What follows belongs to an exercise in optimizing a design on an open flow for a short achievable clock period and few clock cycles; a production flow would make more cautious choices.
In this exercise RTL edits were held to simulation tests only and were not proved equivalent to the original.

[flow/design.v]
`default_nettype none
package lc4_isa_pkg;
   typedef logic [15:0] word_t;
   typedef logic [2:0]  reg_sel_t;
   localparam logic [3:0] OP_ARITH = 4'b0001;
   localparam logic [3:0] OP_LOGIC = 4'b0101;
   localparam logic [3:0] OP_LDR   = 4'b0110;
   localparam logic [3:0] OP_STR   = 4'b0111;
   localparam logic [3:0] OP_CONST = 4'b1001;
   typedef logic [2:0] alu_op_e;
   localparam alu_op_e ALU_ADD      = 3'd0;
   localparam alu_op_e ALU_MUL      = 3'd1;
   localparam alu_op_e ALU_SUB      = 3'd2;
   localparam alu_op_e ALU_AND      = 3'd3;
   localparam alu_op_e ALU_OR       = 3'd4;
   localparam alu_op_e ALU_XOR      = 3'd5;
   localparam alu_op_e ALU_PASS_IMM = 3'd6;   
   localparam alu_op_e ALU_ADDR     = 3'd7;   
   typedef struct packed {
      reg_sel_t rs;
      logic     rs_re;
      reg_sel_t rt;
      logic     rt_re;
      reg_sel_t rd;
      logic     rd_we;
      logic     is_load;
      logic     is_store;
      alu_op_e  alu_op;
      word_t    imm;       
      logic     use_imm;   
   } decoded_t;
   localparam decoded_t DEC_NOP = '0;
   typedef logic [1:0] issue_e;
   localparam issue_e ISSUE_BOTH   = 2'd0;
   localparam issue_e ISSUE_A_ONLY = 2'd1;   
   localparam issue_e ISSUE_NONE   = 2'd2;   
   typedef struct packed {
      decoded_t dec;
      word_t    alu_res;   
      word_t    st_data;   
   } x_result_t;
   localparam x_result_t X_NOP = '0;
endpackage
`default_nettype wire
`default_nettype none
import lc4_isa_pkg::*;
module fetch_unit
#(
   parameter logic [15:0] RESET_PC = 16'h8200
) (
   input  wire         gwe,
   input  wire         i_rst_n,
   input  lc4_isa_pkg::issue_e      i_issue,    
   input  lc4_isa_pkg::word_t       i_insn_a,   
   input  lc4_isa_pkg::word_t       i_insn_b,   
   output lc4_isa_pkg::word_t       o_pc,
   output lc4_isa_pkg::word_t       o_d_insn_a,
   output lc4_isa_pkg::word_t       o_d_insn_b
);
   lc4_isa_pkg::word_t pc;
   lc4_isa_pkg::word_t d_a;
   lc4_isa_pkg::word_t d_b;
   always_ff @(posedge gwe or negedge i_rst_n) begin
      if (!i_rst_n) begin
         pc  <= RESET_PC;
         d_a <= '0;   
         d_b <= '0;
      end else begin
         case (i_issue)
            ISSUE_BOTH: begin
               pc  <= pc + 16'd2;
               d_a <= i_insn_a;
               d_b <= i_insn_b;
            end
            ISSUE_A_ONLY: begin
               pc  <= pc + 16'd1;
               d_a <= d_b;
               d_b <= i_insn_a;
            end
            default: begin
               pc  <= pc;   
               d_a <= d_a;
               d_b <= d_b;
            end
         endcase
      end
   end
   assign o_pc       = pc;
   assign o_d_insn_a = d_a;
   assign o_d_insn_b = d_b;
endmodule
`default_nettype wire
`default_nettype none
import lc4_isa_pkg::*;
module lc4_decoder
(
   input  lc4_isa_pkg::word_t      i_insn,
   output lc4_isa_pkg::decoded_t   o_dec
);
   logic [3:0] opc;
   lc4_isa_pkg::alu_op_e rr_alu;    
   logic    rr_ok;
   lc4_isa_pkg::word_t   imm5;
   lc4_isa_pkg::word_t   imm6;
   lc4_isa_pkg::word_t   imm9;
   assign opc  = i_insn[15:12];
   assign imm5 = {{11{i_insn[4]}}, i_insn[4:0]};
   assign imm6 = {{10{i_insn[5]}}, i_insn[5:0]};
   assign imm9 = {{7{i_insn[8]}}, i_insn[8:0]};
   always_comb begin
      rr_ok  = 1'b1;
      rr_alu = ALU_ADD;
      case ({i_insn[14], i_insn[5:3]})
         4'b0_000: rr_alu = ALU_ADD;
         4'b0_001: rr_alu = ALU_MUL;
         4'b0_010: rr_alu = ALU_SUB;
         4'b1_000: rr_alu = ALU_AND;
         4'b1_010: rr_alu = ALU_OR;
         4'b1_011: rr_alu = ALU_XOR;
         default:  rr_ok  = 1'b0;   
      endcase
   end
   always_comb begin
      o_dec = DEC_NOP;
      case (opc)
         OP_ARITH, OP_LOGIC: begin
            if (opc == OP_ARITH && i_insn[5]) begin   
               o_dec.rs      = i_insn[8:6];
               o_dec.rs_re   = 1'b1;
               o_dec.rd      = i_insn[11:9];
               o_dec.rd_we   = 1'b1;
               o_dec.imm     = imm5;
               o_dec.use_imm = 1'b1;
            end else if (rr_ok) begin
               o_dec.rs     = i_insn[8:6];
               o_dec.rs_re  = 1'b1;
               o_dec.rt     = i_insn[2:0];
               o_dec.rt_re  = 1'b1;
               o_dec.rd     = i_insn[11:9];
               o_dec.rd_we  = 1'b1;
               o_dec.alu_op = rr_alu;
            end
         end
         OP_LDR: begin
            o_dec.rs      = i_insn[8:6];
            o_dec.rs_re   = 1'b1;
            o_dec.rd      = i_insn[11:9];
            o_dec.rd_we   = 1'b1;
            o_dec.is_load = 1'b1;
            o_dec.alu_op  = ALU_ADDR;
            o_dec.imm     = imm6;
            o_dec.use_imm = 1'b1;
         end
         OP_STR: begin
            o_dec.rs       = i_insn[8:6];
            o_dec.rs_re    = 1'b1;
            o_dec.rt       = i_insn[11:9];   
            o_dec.rt_re    = 1'b1;
            o_dec.is_store = 1'b1;
            o_dec.alu_op   = ALU_ADDR;
            o_dec.imm      = imm6;
            o_dec.use_imm  = 1'b1;
         end
         OP_CONST: begin
            o_dec.rd      = i_insn[11:9];
            o_dec.rd_we   = 1'b1;
            o_dec.alu_op  = ALU_PASS_IMM;
            o_dec.imm     = imm9;
            o_dec.use_imm = 1'b1;
         end
         default: o_dec = DEC_NOP;
      endcase
   end
endmodule
`default_nettype wire
`default_nettype none
import lc4_isa_pkg::*;
module lc4_regfile2w
(
   input  wire           gwe,
   input  wire           i_rst_n,
   input  wire [11:0]    i_rsel,     
   output logic [63:0]   o_rdata,    
   input  lc4_isa_pkg::reg_sel_t      i_wsel_a,
   input  lc4_isa_pkg::reg_sel_t      i_wsel_b,
   input  wire           i_we_a,
   input  wire           i_we_b,
   input  lc4_isa_pkg::word_t         i_wdata_a,
   input  lc4_isa_pkg::word_t         i_wdata_b
);
   lc4_isa_pkg::word_t regs [0:7];
   always_ff @(posedge gwe or negedge i_rst_n) begin
      if (!i_rst_n) begin
         for (int i = 0; i < 8; i++) begin
            regs[i] <= '0;
         end
      end else begin
         if (i_we_a) regs[i_wsel_a] <= i_wdata_a;
         if (i_we_b) regs[i_wsel_b] <= i_wdata_b;   
      end
   end
   always_comb begin
      for (int p = 0; p < 4; p++) begin
         if (i_we_b && i_wsel_b == i_rsel[3*p +: 3]) begin
            o_rdata[16*p +: 16] = i_wdata_b;
         end else if (i_we_a && i_wsel_a == i_rsel[3*p +: 3]) begin
            o_rdata[16*p +: 16] = i_wdata_a;
         end else begin
            o_rdata[16*p +: 16] = regs[i_rsel[3*p +: 3]];
         end
      end
   end
endmodule
`default_nettype wire
`default_nettype none
import lc4_isa_pkg::*;
module issue_ctrl
(
   input  wire           gwe,
   input  wire           i_rst_n,
   input  lc4_isa_pkg::word_t         i_d_insn_a,
   input  lc4_isa_pkg::word_t         i_d_insn_b,
   input  lc4_isa_pkg::decoded_t      i_x_dec_a,    
   input  lc4_isa_pkg::decoded_t      i_x_dec_b,
   output lc4_isa_pkg::issue_e        o_issue,
   output lc4_isa_pkg::decoded_t      o_x_dec_a,
   output lc4_isa_pkg::decoded_t      o_x_dec_b,
   output lc4_isa_pkg::word_t         o_x_rs_a,
   output lc4_isa_pkg::word_t         o_x_rt_a,
   output lc4_isa_pkg::word_t         o_x_rs_b,
   output lc4_isa_pkg::word_t         o_x_rt_b,
   input  lc4_isa_pkg::reg_sel_t      i_w_rd_a,
   input  wire           i_w_we_a,
   input  lc4_isa_pkg::word_t         i_w_data_a,
   input  lc4_isa_pkg::reg_sel_t      i_w_rd_b,
   input  wire           i_w_we_b,
   input  lc4_isa_pkg::word_t         i_w_data_b
);
   lc4_isa_pkg::decoded_t    dec_a;
   lc4_isa_pkg::decoded_t    dec_b;
   logic [11:0] rsel;
   logic [63:0] rdata;
   logic        lu_a;
   logic        lu_b;
   logic        ab_dep;
   logic        mem_a;
   logic        mem_b;
   function automatic logic load_use(input lc4_isa_pkg::decoded_t d, input lc4_isa_pkg::decoded_t x);
      load_use = x.is_load &&
                 ((d.rs_re && d.rs == x.rd) || (d.rt_re && !d.is_store && d.rt == x.rd));
   endfunction
   lc4_decoder u_dec_a (.i_insn(i_d_insn_a), .o_dec(dec_a));
   lc4_decoder u_dec_b (.i_insn(i_d_insn_b), .o_dec(dec_b));
   assign rsel = {dec_b.rt, dec_b.rs, dec_a.rt, dec_a.rs};
   lc4_regfile2w u_rf (
      .gwe       (gwe),
      .i_rst_n   (i_rst_n),
      .i_rsel    (rsel),
      .o_rdata   (rdata),
      .i_wsel_a  (i_w_rd_a),
      .i_wsel_b  (i_w_rd_b),
      .i_we_a    (i_w_we_a),
      .i_we_b    (i_w_we_b),
      .i_wdata_a (i_w_data_a),
      .i_wdata_b (i_w_data_b)
   );
   assign lu_a   = load_use(dec_a, i_x_dec_a) || load_use(dec_a, i_x_dec_b);
   assign lu_b   = load_use(dec_b, i_x_dec_a) || load_use(dec_b, i_x_dec_b);
   assign ab_dep = dec_a.rd_we &&
                   ((dec_b.rs_re && dec_b.rs == dec_a.rd) ||
                    (dec_b.rt_re && !dec_b.is_store && dec_b.rt == dec_a.rd));
   assign mem_a  = dec_a.is_load || dec_a.is_store;
   assign mem_b  = dec_b.is_load || dec_b.is_store;
   always_comb begin
      if (lu_a) begin
         o_issue = ISSUE_NONE;
      end else if (ab_dep || lu_b || (mem_a && mem_b)) begin
         o_issue = ISSUE_A_ONLY;   
      end else begin
         o_issue = ISSUE_BOTH;
      end
   end
   always_ff @(posedge gwe or negedge i_rst_n) begin
      if (!i_rst_n) begin
         o_x_dec_a <= DEC_NOP;
         o_x_dec_b <= DEC_NOP;
      end else begin
         o_x_dec_a <= (o_issue == ISSUE_NONE) ? DEC_NOP : dec_a;   
         o_x_dec_b <= (o_issue == ISSUE_BOTH) ? dec_b : DEC_NOP;
      end
   end
   always_ff @(posedge gwe) begin
      o_x_rs_a <= rdata[15:0];
      o_x_rt_a <= rdata[31:16];
      o_x_rs_b <= rdata[47:32];
      o_x_rt_b <= rdata[63:48];
   end
endmodule
`default_nettype wire
`default_nettype none
import lc4_isa_pkg::*;
module exec_stage
(
   input  lc4_isa_pkg::decoded_t      i_x_dec_a,
   input  lc4_isa_pkg::decoded_t      i_x_dec_b,
   input  lc4_isa_pkg::word_t         i_x_rs_a,
   input  lc4_isa_pkg::word_t         i_x_rt_a,
   input  lc4_isa_pkg::word_t         i_x_rs_b,
   input  lc4_isa_pkg::word_t         i_x_rt_b,
   input  lc4_isa_pkg::reg_sel_t      i_m_rd_a,
   input  wire           i_m_we_a,
   input  lc4_isa_pkg::word_t         i_m_res_a,
   input  lc4_isa_pkg::reg_sel_t      i_m_rd_b,
   input  wire           i_m_we_b,
   input  lc4_isa_pkg::word_t         i_m_res_b,
   input  lc4_isa_pkg::reg_sel_t      i_w_rd_a,
   input  wire           i_w_we_a,
   input  lc4_isa_pkg::word_t         i_w_data_a,
   input  lc4_isa_pkg::reg_sel_t      i_w_rd_b,
   input  wire           i_w_we_b,
   input  lc4_isa_pkg::word_t         i_w_data_b,
   output lc4_isa_pkg::x_result_t     o_res_a,
   output lc4_isa_pkg::x_result_t     o_res_b
);
   logic [11:0] op_sel;   
   logic [63:0] op_rf;
   logic [63:0] op_val;
   function automatic lc4_isa_pkg::word_t alu(input lc4_isa_pkg::decoded_t d, input lc4_isa_pkg::word_t rs, input lc4_isa_pkg::word_t rt);
      lc4_isa_pkg::word_t b;
      b = d.use_imm ? d.imm : rt;
      case (d.alu_op)
         ALU_ADD,
         ALU_ADDR:     alu = rs + b;
         ALU_MUL:      alu = rs * b;   
         ALU_SUB:      alu = rs - b;
         ALU_AND:      alu = rs & b;
         ALU_OR:       alu = rs | b;
         ALU_XOR:      alu = rs ^ b;
         ALU_PASS_IMM: alu = d.imm;
         default:      alu = '0;
      endcase
   endfunction
   assign op_sel = {i_x_dec_b.rt, i_x_dec_b.rs, i_x_dec_a.rt, i_x_dec_a.rs};
   assign op_rf  = {i_x_rt_b, i_x_rs_b, i_x_rt_a, i_x_rs_a};
   always_comb begin
      for (int i = 0; i < 4; i++) begin
         if (i_m_we_b && i_m_rd_b == op_sel[3*i +: 3]) begin
            op_val[16*i +: 16] = i_m_res_b;
         end else if (i_m_we_a && i_m_rd_a == op_sel[3*i +: 3]) begin
            op_val[16*i +: 16] = i_m_res_a;
         end else if (i_w_we_b && i_w_rd_b == op_sel[3*i +: 3]) begin
            op_val[16*i +: 16] = i_w_data_b;
         end else if (i_w_we_a && i_w_rd_a == op_sel[3*i +: 3]) begin
            op_val[16*i +: 16] = i_w_data_a;
         end else begin
            op_val[16*i +: 16] = op_rf[16*i +: 16];   
         end
      end
   end
   assign o_res_a.dec     = i_x_dec_a;
   assign o_res_a.alu_res = alu(i_x_dec_a, op_val[15:0], op_val[31:16]);
   assign o_res_a.st_data = op_val[31:16];
   assign o_res_b.dec     = i_x_dec_b;
   assign o_res_b.alu_res = alu(i_x_dec_b, op_val[47:32], op_val[63:48]);
   assign o_res_b.st_data = op_val[63:48];
endmodule
`default_nettype wire
`default_nettype none
import lc4_isa_pkg::*;
module mem_wb_stage
(
   input  wire            gwe,
   input  wire            i_rst_n,
   input  lc4_isa_pkg::x_result_t      i_res_a,
   input  lc4_isa_pkg::x_result_t      i_res_b,
   output lc4_isa_pkg::word_t          o_dmem_addr,
   output logic           o_dmem_we,
   output lc4_isa_pkg::word_t          o_dmem_towrite,
   input  lc4_isa_pkg::word_t          i_dmem_data,
   output lc4_isa_pkg::reg_sel_t       o_m_rd_a,
   output logic           o_m_we_a,
   output lc4_isa_pkg::word_t          o_m_res_a,
   output lc4_isa_pkg::reg_sel_t       o_m_rd_b,
   output logic           o_m_we_b,
   output lc4_isa_pkg::word_t          o_m_res_b,
   output lc4_isa_pkg::reg_sel_t       o_w_rd_a,
   output logic           o_w_we_a,
   output lc4_isa_pkg::word_t          o_w_data_a,
   output lc4_isa_pkg::reg_sel_t       o_w_rd_b,
   output logic           o_w_we_b,
   output lc4_isa_pkg::word_t          o_w_data_b
);
   lc4_isa_pkg::x_result_t m_a;
   lc4_isa_pkg::x_result_t m_b;
   lc4_isa_pkg::decoded_t  w_dec_a;
   lc4_isa_pkg::decoded_t  w_dec_b;
   lc4_isa_pkg::word_t     w_res_a;
   lc4_isa_pkg::word_t     w_res_b;
   lc4_isa_pkg::word_t     w_ld;      
   logic      mem_a;
   logic      mem_b;
   lc4_isa_pkg::reg_sel_t  st_rt;
   lc4_isa_pkg::word_t     st_data;
   always_ff @(posedge gwe or negedge i_rst_n) begin
      if (!i_rst_n) begin
         m_a     <= X_NOP;
         m_b     <= X_NOP;
         w_dec_a <= DEC_NOP;
         w_dec_b <= DEC_NOP;
      end else begin
         m_a     <= i_res_a;
         m_b     <= i_res_b;
         w_dec_a <= m_a.dec;
         w_dec_b <= m_b.dec;
      end
   end
   always_ff @(posedge gwe) begin
      w_res_a <= m_a.alu_res;
      w_res_b <= m_b.alu_res;
      w_ld    <= i_dmem_data;
   end
   assign mem_a = m_a.dec.is_load || m_a.dec.is_store;
   assign mem_b = m_b.dec.is_load || m_b.dec.is_store;
   always_comb begin
      st_rt   = m_a.dec.is_store ? m_a.dec.rt : m_b.dec.rt;
      st_data = m_a.dec.is_store ? m_a.st_data : m_b.st_data;
      if (w_dec_b.rd_we && w_dec_b.rd == st_rt) begin
         if (w_dec_b.is_load) st_data = w_ld;
      end else if (w_dec_a.rd_we && w_dec_a.rd == st_rt && w_dec_a.is_load) begin
         st_data = w_ld;
      end
      if (m_b.dec.is_store && m_a.dec.rd_we && m_a.dec.rd == st_rt) begin
         st_data = m_a.alu_res;   
      end
   end
   assign o_dmem_addr    = mem_a ? m_a.alu_res : mem_b ? m_b.alu_res : '0;
   assign o_dmem_we      = m_a.dec.is_store || m_b.dec.is_store;
   assign o_dmem_towrite = st_data;
   assign o_m_rd_a   = m_a.dec.rd;
   assign o_m_we_a   = m_a.dec.rd_we;
   assign o_m_res_a  = m_a.alu_res;
   assign o_m_rd_b   = m_b.dec.rd;
   assign o_m_we_b   = m_b.dec.rd_we;
   assign o_m_res_b  = m_b.alu_res;
   assign o_w_rd_a   = w_dec_a.rd;
   assign o_w_we_a   = w_dec_a.rd_we;
   assign o_w_data_a = w_dec_a.is_load ? w_ld : w_res_a;
   assign o_w_rd_b   = w_dec_b.rd;
   assign o_w_we_b   = w_dec_b.rd_we;
   assign o_w_data_b = w_dec_b.is_load ? w_ld : w_res_b;
endmodule
`default_nettype wire
`default_nettype none
import lc4_isa_pkg::*;
module lc4_superscalar
#(
   parameter logic [15:0] RESET_PC = 16'h8200
) (
   input  wire        gwe,
   input  wire        i_rst_n,
   output wire [15:0] o_cur_pc,         
   input  wire [15:0] i_insn_a,
   input  wire [15:0] i_insn_b,
   output wire [15:0] o_dmem_addr,
   input  wire [15:0] i_dmem_data,
   output wire        o_dmem_we,
   output wire [15:0] o_dmem_towrite
);
   lc4_isa_pkg::issue_e    issue;
   lc4_isa_pkg::word_t     d_insn_a;
   lc4_isa_pkg::word_t     d_insn_b;
   lc4_isa_pkg::decoded_t  x_dec_a;
   lc4_isa_pkg::decoded_t  x_dec_b;
   lc4_isa_pkg::word_t     x_rs_a;
   lc4_isa_pkg::word_t     x_rt_a;
   lc4_isa_pkg::word_t     x_rs_b;
   lc4_isa_pkg::word_t     x_rt_b;
   lc4_isa_pkg::x_result_t res_a;
   lc4_isa_pkg::x_result_t res_b;
   lc4_isa_pkg::reg_sel_t  m_rd_a;
   logic      m_we_a;
   lc4_isa_pkg::word_t     m_res_a;
   lc4_isa_pkg::reg_sel_t  m_rd_b;
   logic      m_we_b;
   lc4_isa_pkg::word_t     m_res_b;
   lc4_isa_pkg::reg_sel_t  w_rd_a;
   logic      w_we_a;
   lc4_isa_pkg::word_t     w_data_a;
   lc4_isa_pkg::reg_sel_t  w_rd_b;
   logic      w_we_b;
   lc4_isa_pkg::word_t     w_data_b;
   fetch_unit #(.RESET_PC(RESET_PC)) u_fetch (
      .gwe        (gwe),
      .i_rst_n    (i_rst_n),
      .i_issue    (issue),
      .i_insn_a   (i_insn_a),
      .i_insn_b   (i_insn_b),
      .o_pc       (o_cur_pc),
      .o_d_insn_a (d_insn_a),
      .o_d_insn_b (d_insn_b)
   );
   issue_ctrl u_issue (
      .gwe        (gwe),
      .i_rst_n    (i_rst_n),
      .i_d_insn_a (d_insn_a),
      .i_d_insn_b (d_insn_b),
      .i_x_dec_a  (res_a.dec),   
      .i_x_dec_b  (res_b.dec),
      .o_issue    (issue),
      .o_x_dec_a  (x_dec_a),
      .o_x_dec_b  (x_dec_b),
      .o_x_rs_a   (x_rs_a),
      .o_x_rt_a   (x_rt_a),
      .o_x_rs_b   (x_rs_b),
      .o_x_rt_b   (x_rt_b),
      .i_w_rd_a   (w_rd_a),
      .i_w_we_a   (w_we_a),
      .i_w_data_a (w_data_a),
      .i_w_rd_b   (w_rd_b),
      .i_w_we_b   (w_we_b),
      .i_w_data_b (w_data_b)
   );
   exec_stage u_exec (
      .i_x_dec_a  (x_dec_a),
      .i_x_dec_b  (x_dec_b),
      .i_x_rs_a   (x_rs_a),
      .i_x_rt_a   (x_rt_a),
      .i_x_rs_b   (x_rs_b),
      .i_x_rt_b   (x_rt_b),
      .i_m_rd_a   (m_rd_a),
      .i_m_we_a   (m_we_a),
      .i_m_res_a  (m_res_a),
      .i_m_rd_b   (m_rd_b),
      .i_m_we_b   (m_we_b),
      .i_m_res_b  (m_res_b),
      .i_w_rd_a   (w_rd_a),
      .i_w_we_a   (w_we_a),
      .i_w_data_a (w_data_a),
      .i_w_rd_b   (w_rd_b),
      .i_w_we_b   (w_we_b),
      .i_w_data_b (w_data_b),
      .o_res_a    (res_a),
      .o_res_b    (res_b)
   );
   mem_wb_stage u_mem_wb (
      .gwe            (gwe),
      .i_rst_n        (i_rst_n),
      .i_res_a        (res_a),
      .i_res_b        (res_b),
      .o_dmem_addr    (o_dmem_addr),
      .o_dmem_we      (o_dmem_we),
      .o_dmem_towrite (o_dmem_towrite),
      .i_dmem_data    (i_dmem_data),
      .o_m_rd_a       (m_rd_a),
      .o_m_we_a       (m_we_a),
      .o_m_res_a      (m_res_a),
      .o_m_rd_b       (m_rd_b),
      .o_m_we_b       (m_we_b),
      .o_m_res_b      (m_res_b),
      .o_w_rd_a       (w_rd_a),
      .o_w_we_a       (w_we_a),
      .o_w_data_a     (w_data_a),
      .o_w_rd_b       (w_rd_b),
      .o_w_we_b       (w_we_b),
      .o_w_data_b     (w_data_b)
   );
endmodule
`default_nettype wire
[flow/run.sh]
#!/bin/bash
# synth_recipe.tcl (not shown) runs the flow's synth.tcl, then flattens the netlist and writes it again
# the make line also repeats each setting of config.mk as NAME=value (left out here)
make -C /OpenROAD-flow-scripts/flow DESIGN_CONFIG=/design/flow/config.mk WORK_HOME=/design/flow/orfs CLKGATE_MAP_FILE= SYNTH_SCRIPT=/design/flow/synth_recipe.tcl finish
[flow/config.mk]
export PLATFORM = sky130hd
export DESIGN_NAME = lc4_superscalar
export DESIGN_NICKNAME = lc4_superscalar
export VERILOG_FILES = /design/flow/design.v
export SDC_FILE = /design/flow/constraint.sdc
export NUM_CORES = 4
export LEC_CHECK = 0
export CAP_MARGIN = 20
export CORE_MARGIN = 2
export CORE_UTILIZATION = 40
export PLACE_DENSITY = 0.6
export SLEW_MARGIN = 20
[flow/constraint.sdc]
create_clock -name core_clock -period 9.0 [get_ports {gwe}]
set_input_delay 1.8000 -clock core_clock [delete_from_list [all_inputs] [get_ports {gwe}]]
set_output_delay 1.8000 -clock core_clock [all_outputs]
set_load 0.01 [all_outputs]
==> summary.txt <==
CTS
  – Clock Sinks: 430
  – # Post-CTS Setup Buffers: 0
  – Number of buffers added to fix hold violations after cts: 0
  – Clock transition time at the flip-flop clock pins of the worst setup and hold paths: 0.07 ns
  – Clk buf depth: 3
  – Cell at the root of the clock tree: sky130_fd_sc_hd__clkbuf_16
  – Number of instances resized during post-cts repair: 0
  – CTS Buf Count: 52
  – H-tree Lvls: 2
  – CTS tree: built
  – Clk Latency, worst-skew pair: 0.67 ns

Logic synthesis
  – Area fraction in compound gates after synthesis: 20.3%
  – Fraction of registers with async set or reset after synthesis: 74.0%
  – Number of enable flip-flop cells after synthesis: 0
  – Mux cell area share after synthesis: 5.33%
  – Mapped Nets: 5161
  – Per-instance average area after synthesis: 7.88 sq um
  – Synthesized flop and latch total: 430
  – Main combinational cell family by area after synthesis: compound AO/OA/AOI/OAI gates
  – Register area share after synthesis: 27.2%
  – Distinct cells, synth: 99
  – Adder-Cell Fraction of Synth Area: 15.2%
  – Post-synthesis xor/xnor area fraction: 6.00%
  – Post-synth design cell area: 0.0374 sq mm
  – Simple logic cell fraction of the synthesized area: 18.4%
  – Most used flip-flop cell after synthesis: sky130_fd_sc_hd__dfrtp_1
  – Yosys warns: 7
  – Synthesized instance count: 4753

Outcome
  – Outcome: no timing/DRC/antenna violations

Critical path
  – Worst path required time: 9.50 ns
  – Max stage delay on crit path: 0.81 ns
  – Data arrival time of the critical path: 8.85 ns
  – Library cell contributing the largest single delay on the critical path: sky130_fd_sc_hd__dfrtp_1
  – Category of the most critical setup path: reg -> reg
  – Peak fanout along the critical path: 15
  – Kind of start point of the critical path: flop
  – Capturing element type of the critical path: flop
  – Most frequent cell on the critical path: sky130_fd_sc_hd__fa_1

Drt
  – Post-Route WL: 154 mm
  – Via count of the routed design: 35962
  – Detailed router's first-iteration violation count: 4702
  – Routed len/inst: 25.6 um
  – Number of vias per cell: 5.99
  – Number of nets with antenna violations after routing: 0
  – Number of detailed-routing iterations run before antenna repair: 6
  – Drt drc: 0

Die
  – Placeable core region: 0.0930 sq mm
  – Die height: 310 um
  – Die outline area: 0.0961 sq mm
  – Rows: 112
  – Initial Util: 40.2%
  – Ports: 99
  – Die Wd: 310 um

Placement
  – Routability congestion estimate: 1.01
  – Placement Cell Area: 0.0399 sq mm
  – Detailed Place HPWL: 113 mm
  – Port Buffer Count: 98
  – Worst slack at placement: 0.605 ns

STA
  – Setup repair after global routing missed its margin: false
  – Total Neg Setup Slack: 0 ns
  – Worst-margin pin slew: 1.18 ns
  – Setup skew after layout: 0.0531 ns
  – Crit path time final: 8.35 ns
  – Final-report hold violation count: 0
  – Final Slew Violations: 0
  – Worst-case headroom to the max-slew limit: 21.1%
  – Peak clock frequency supported by timing: 120 MHz
  – Final Cycle Share: 92.8%
  – Count of endpoints failing setup in the final report: 0
  – Worst setup slack after layout: 0.651 ns

Finish
  – Antenna Diode Count: 0
  – Layout area overhead: 11.7%
  – Net count, final: 5120
  – Fraction of layout cells with a size suffix above 1: 8.94%
  – Final core utilization: 45.0%
  – Post-route design area: 0.0418 sq mm

Global route
  – Vias in the first global route: 34554
  – Number of antenna violations at the first check in global routing: 3
  – Wire length of the first global-routing pass: 228 mm
  – GRT Residual Overflow: 0
  – GRT Overall Usage: 31.7%
  – Maximum number of pins on one net before global-route repair: 162

Run
  – Max-cap violation count: 0

Hold path
  – Class of the tightest hold or removal check: reg -> reg
-- cell type report --
| cell class | count | area [sq um] |
|---|---|---|
| tap | 1254 | 1570 |
| sequential | 430 | 10200 |
| multi-input combinational | 3626 | 24700 |
| timing repair buffer | 249 | 2140 |
| inverter | 353 | 1330 |
| clock buffer | 67 | 1550 |
| clock inverter | 28 | 343 |
| fill | 9273 | 51200 |
-- registers in the layout, summed over array words and instances (netlist names), 25 cells and up --
| register | cells |
|---|---|
| u_mem_wb.m_a | 41 |
| u_mem_wb.m_b | 41 |
| u_issue.u_rf.regs | 128 |
| u_issue.o_x_dec_b | 25 |
| u_issue.o_x_dec_a | 25 |
-- kinds of logic after synthesis --
family | Yosys count
and+or+nand+nor | 1639
AOI/OAI and AO/OA | 1213
buffers and inverters | 697
DFF | 430
adders and majority gates | 358
xor gates and xnor gates | 246
muxes | 170
-- synthesized netlist by cell type (all sizes together), types with 12 or more instances --
master	instances	area share, %
ha	196	6.5
a221o	14	0.37
o21ai	454	6.1
mux2	54	1.6
o311ai	12	0.28
a22oi	32	0.64
dfrtp	316	21
nor2	508	5.1
xnor2	187	4.5
a21oi	286	3.8
and3	12	0.20
nand4	27	0.45
nor2b	31	0.52
nor3	55	0.74
a221oi	32	0.89
fa	162	8.7
a32oi	13	0.30
a211oi	30	0.63
inv	349	3.5
a22o	19	0.44
nand2b	30	0.50
a31oi	78	1.3
mux2i	99	2.7
and4	14	0.33
clkbuf	255	2.6
o221ai	19	0.46
o21a	17	0.34
xor2	55	1.3
nand2	798	8.0
nand3	93	1.2
o211ai	22	0.44
o22ai	39	0.70
mux4	17	1.0
dfxtp	112	6.0
and2	24	0.40
buf	89	1.3
o311a	13	0.35
or2	14	0.23
-- layout by cell type, fill, tap and decap left out, drive strengths merged, types with 13 or more instances in the layout --
cell type	n
a221oi	32
nor2	508
nand3	93
dfrtp	316
and4	14
o211ai	22
buf	152
clkdlybuf4s50	97
dfxtp	112
xnor2	187
mux4	17
o311a	13
o22ai	39
ha	196
a31oi	78
nand4	27
nor3	55
a211oi	30
nand2b	30
inv	354
nor2b	31
mux2i	99
a32oi	13
o221ai	19
and2	24
a22oi	32
o21ai	454
clkinv	18
clkbuf	67
a22o	19
or2	14
fa	162
a21oi	286
mux2	54
a221o	14
nand2	798
xor2	55
o21a	17
-- worst max-delay path: cells and delay by family, from the launching register on --
kind	cells	cell delay, ns
xor+xnor	3	0.54
buf+inv	4	0.53
flops	1	0.81
compound gates	9	2.60
fa+ha+maj	7	2.86
simple gates	3	0.82
-- metrics by stage --
| step | std cells | hold WS, ns |
|---|---|---|
| after floorplan | 4753 | 0.331 |
| after global placement | 5911 | 0.332 |
| after detailed placement | 5911 | 0.336 |
| after CTS | 6006 | 0.350 |
| after global routing | 6007 | 0.358 |
| final | 6007 | 0.349 |
-- routing by layer --
layer | up-vias | routed length (um) | part of all wire [%] | track usage (%)
met2 | 2039 | 66400 | 43 | 48.2
met3 | 427 | 15500 | 10 | 6.13
met1 | 17384 | 64300 | 42 | 43.7
met5 | - | 27 | 0.018 | 0
li1 | 16108 | - | - | -
met4 | 4 | 7680 | 5.0 | 14.0
-- final timing paths --
check	from	end	slack (ns)	cells past startpoint
max	u_mem_wb.w_dec_a[23]$_DFF_PN0_	u_mem_wb.m_b[31]$_DFF_PN0_	0.65	26
min	u_issue.o_x_dec_b[20]$_DFF_PN0_	u_mem_wb.m_b[52]$_DFF_PN0_	0.35	0
max reg2reg	u_mem_wb.w_dec_a[23]$_DFF_PN0_	u_mem_wb.m_b[31]$_DFF_PN0_	0.65	26
min reg2reg	u_issue.o_x_dec_b[20]$_DFF_PN0_	u_mem_wb.m_b[52]$_DFF_PN0_	0.35	0
max in group asynchronous	i_rst_n	u_mem_wb.m_a[26]$_DFF_PN0_	6.33	2
min in group asynchronous	i_rst_n	u_fetch.pc[2]$_DFFE_PN0P_	1.17	1
Testbench counts, summed over its fixed seeds: cycles 15,471.

[re-timing with driven ports]
In the flow no input, the clock included, has a driving cell. The finished layout below was timed again as built, in two steps. Step 1 sets driving cells, clkbuf_16 on the clock port and buf_2 on the other inputs (assumed; they add their load-dependent delay and slew). Step 2 also shifts input and output timing later by t, the mid clock arrival at the registers, as if the neighbouring blocks saw the same clock. a / b / c = ideal ports / drivers / drivers and shift; a / b = the first two.
t, ns: 0.715
setup slack, ns: 0.651 / 0.650 / 0.650
slew at the worst register clock pin (ns): 0.07 / 0.07
pins driven straight from the clock port: 1
After both steps this run still meets setup and hold. The setup slack of this run moves by -0.001 ns with the drivers and by -0.001 ns with both steps.
